From an optimization exercise on the open Yosys and OpenROAD flow, aimed at small area and a short achievable clock period; shortcuts taken in it are not production practice. Function was checked by simulation only, so behaviour that the tests miss may differ from the original. No activity file was given, so power comes from the tool's default toggle rates.

Setup of v6:
Design exmem_stage_task3, start of the top module:
module exmem_stage_task3 #(
    parameter int XLEN = 64,
    parameter int RW   = 5
) (
    input  logic            clk,
    input  logic            reset,
    input  logic [XLEN-1:0] a,
    input  logic [XLEN-1:0] readdata1,
    input  logic [XLEN-1:0] readdata2,
    input  logic [XLEN-1:0] imm_data,
    input  logic [RW-1:0]   rs1,
    input  logic [RW-1:0]   rs2,
    input  logic [RW-1:0]   rd,
    input  logic [3:0]      funct4,
    input  logic            Branch,
    input  logic            Memread,
    input  logic            Memtoreg,
    input  logic            Memwrite,
    input  logic            Regwrite,
    input  logic            Alusrc,
    input  logic [1:0]      aluop,
    input  logic            hold,
    input  logic            flush,
    input  logic [RW-1:0]   memwb_rd,
    input  logic            memwb_regwrite,
    input  logic [XLEN-1:0] memwb_wdata,
    output logic [XLEN-1:0] branch_target,
    output logic [XLEN-1:0] alu_result,
    output logic [XLEN-1:0] write_data,
    output logic            zero,
    output logic [RW-1:0]   rd_out,
    output logic            Branch_o,
    output logic            Memread_o,
    output logic            Memtoreg_o,
    output logic            Memwrite_o,
    output logic            Regwrite_o,
    output logic            pc_src
);
clock: 10.0 ns
lec_check: 0
abc_area: 1
cap_margin: 20
core_margin: 2
core_utilization: 45
cts_buf_list: sky130_fd_sc_hd__clkbuf_8
setup_slack_margin: 4
slew_margin: 20
standard.sh (not shown) runs the stock make flow with config.mk's settings and CLKGATE_MAP_FILE= SYNTH_SCRIPT=/design/flow/synth_recipe.tcl, a recipe that flattens the netlist after the stock synthesis.
==> flow/flow/run.sh <==
#!/bin/bash
set -euo pipefail
export BUFFER_PORTS_ARGS="-buffer_cell sky130_fd_sc_hd__buf_1"
bash standard.sh finish > standard_make.log 2>&1
v6 ended with every stage complete and zero timing, DRC or antenna violations.
Input-level comparison between v7 and v6:
--- a/flow/design.v
+++ b/flow/design.v
@@ -38,13 +38,13 @@
     output logic            pc_src
 );
     localparam int SHW = $clog2(XLEN);
     logic [XLEN-1:0] bt_q;
     logic [XLEN-1:0] alu_q;
     logic [XLEN-1:0] wd_q;
-    logic            vld_q;    
+    logic            zero_q;
     logic [RW-1:0]   rd_q;
     logic            br_q, mr_q, mtr_q, mw_q, rw_q;
     logic            pcs_q;    
     logic ex_a, ex_b, wb_a, wb_b;
     logic [XLEN-1:0] fa, fb, ob;
     always_comb begin
@@ -94,30 +94,38 @@
                 end else begin
                     pg_g[l+1][i] = pg_g[l][i];
                     pg_p[l+1][i] = pg_p[l][i];
                 end
         sum = p ^ {pg_g[LG][XLEN-2:0], op_sub};
     end
+    logic zsum;
+    always_comb begin
+        zsum = (p[0] == op_sub);
+        for (int i = 1; i < XLEN; i++)
+            zsum = zsum & (p[i] == (p[i-1] | g[i-1]));
+    end
     logic [XLEN-1:0] sh_in, sh_out;
     logic [SHW-1:0]  shamt;
     logic            fill;
     always_comb begin
         shamt = ob[SHW-1:0];
         for (int i = 0; i < XLEN; i++) sh_in[i] = op_sl ? fa[XLEN-1-i] : fa[i];
         fill   = op_sra & fa[XLEN-1];
         sh_out = XLEN'($signed({fill, sh_in}) >>> shamt);
     end
     logic [XLEN-1:0] res, res_nadd;
+    logic            res_zero;
     always_comb begin
         for (int i = 0; i < XLEN; i++)
             res_nadd[i] = (op_and & g[i])
                         | (op_or  & (p[i] | g[i]))
                         | (op_xor & p[i])
                         | (op_sr  & sh_out[i])
                         | (op_sl  & sh_out[XLEN-1-i]);
         res      = op_add ? sum : res_nadd;
+        res_zero = op_add ? zsum : (res_nadd == '0);
     end
     logic eq, ult, slt, taken;
     always_comb begin
         eq  = (fa == fb);
         ult = (fa < fb);
         slt = ult ^ fa[XLEN-1] ^ fb[XLEN-1];
@@ -169,19 +177,19 @@
     assign load = flush | !hold;
     always_ff @(posedge clk or posedge reset) begin
         if (reset) begin
             bt_q   <= '0;
             alu_q  <= '0;
             wd_q   <= '0;
-            vld_q  <= 1'b0;
+            zero_q <= 1'b0;
             rd_q   <= '0;
         end else if (load) begin
             bt_q   <= bt_sum;
             alu_q  <= res;
             wd_q   <= fb;
-            vld_q  <= 1'b1;
+            zero_q <= res_zero;
             rd_q   <= rd;
         end
     end
     always_ff @(posedge clk or posedge reset) begin
         if (reset) begin
             br_q  <= 1'b0;
@@ -206,13 +214,13 @@
             pcs_q <= Branch & taken;
         end
     end
     assign branch_target = bt_q;
     assign alu_result    = alu_q;
     assign write_data    = wd_q;
-    assign zero          = vld_q & (alu_q == '0);
+    assign zero          = zero_q;
     assign rd_out        = rd_q;
     assign Branch_o      = br_q;
     assign Memread_o     = mr_q;
     assign Memtoreg_o    = mtr_q;
     assign Memwrite_o    = mw_q;
     assign Regwrite_o    = rw_q;
Notes after the runs:
Across v6 and v7, the outcome is the same: a clean finish for every run.
Minimum period implied by the final worst setup slack: v7 vs v6 up 0.24 ns
Against v6, v7 comes in 1.1 points lower on synthesized-area fraction occupied by and/or/nand/nor cells.
Worst hold slack: v7 vs v6 up 0.0092 ns
Compared with v6, v7 shows a higher worst hold path cell count.
In v7 relative to v6, power density over the cells had gone down slightly.
Compared with v6, v7 is the more power-hungry design.
[compare] base=v6 new=v7: total length of routed met2 wires higher, part of the total power dissipated in the clock network lower, area growth from synthesis to layout higher, global-route usage over all layers higher.

==> what the ideal ports hide <==
Ports are ideal in the flow. The routed layouts listed here were re-timed in OpenROAD.
Step 1 sets driving cells, clkbuf_16 on the clock port and buf_2 on the other inputs (assumed; they add their load-dependent delay and slew).
Step 2 adds t to the input delays and takes it off the output delays; t is the mean of the earliest and latest rising clock arrival at the registers after step 1. Input paths then give back, and output paths get back, about the clock's delay inside the block.
Slacks: ideal / step 1 / step 2; pairs: ideal / step 1.
| run | shift t [ns] | setup WS [ns] | worst setup path after step 2 |
|---|---|---|---|
| v6 | 0.722 | 4.111 / 4.141 / 3.418 | input to register |
| v7 | 0.725 | 3.868 / 3.889 / 3.164 | input to register |
After both steps setup and hold are still met in every run listed. The setup slack of v7, which loses most, moves by +0.021 ns with the drivers and by -0.704 ns with both steps.
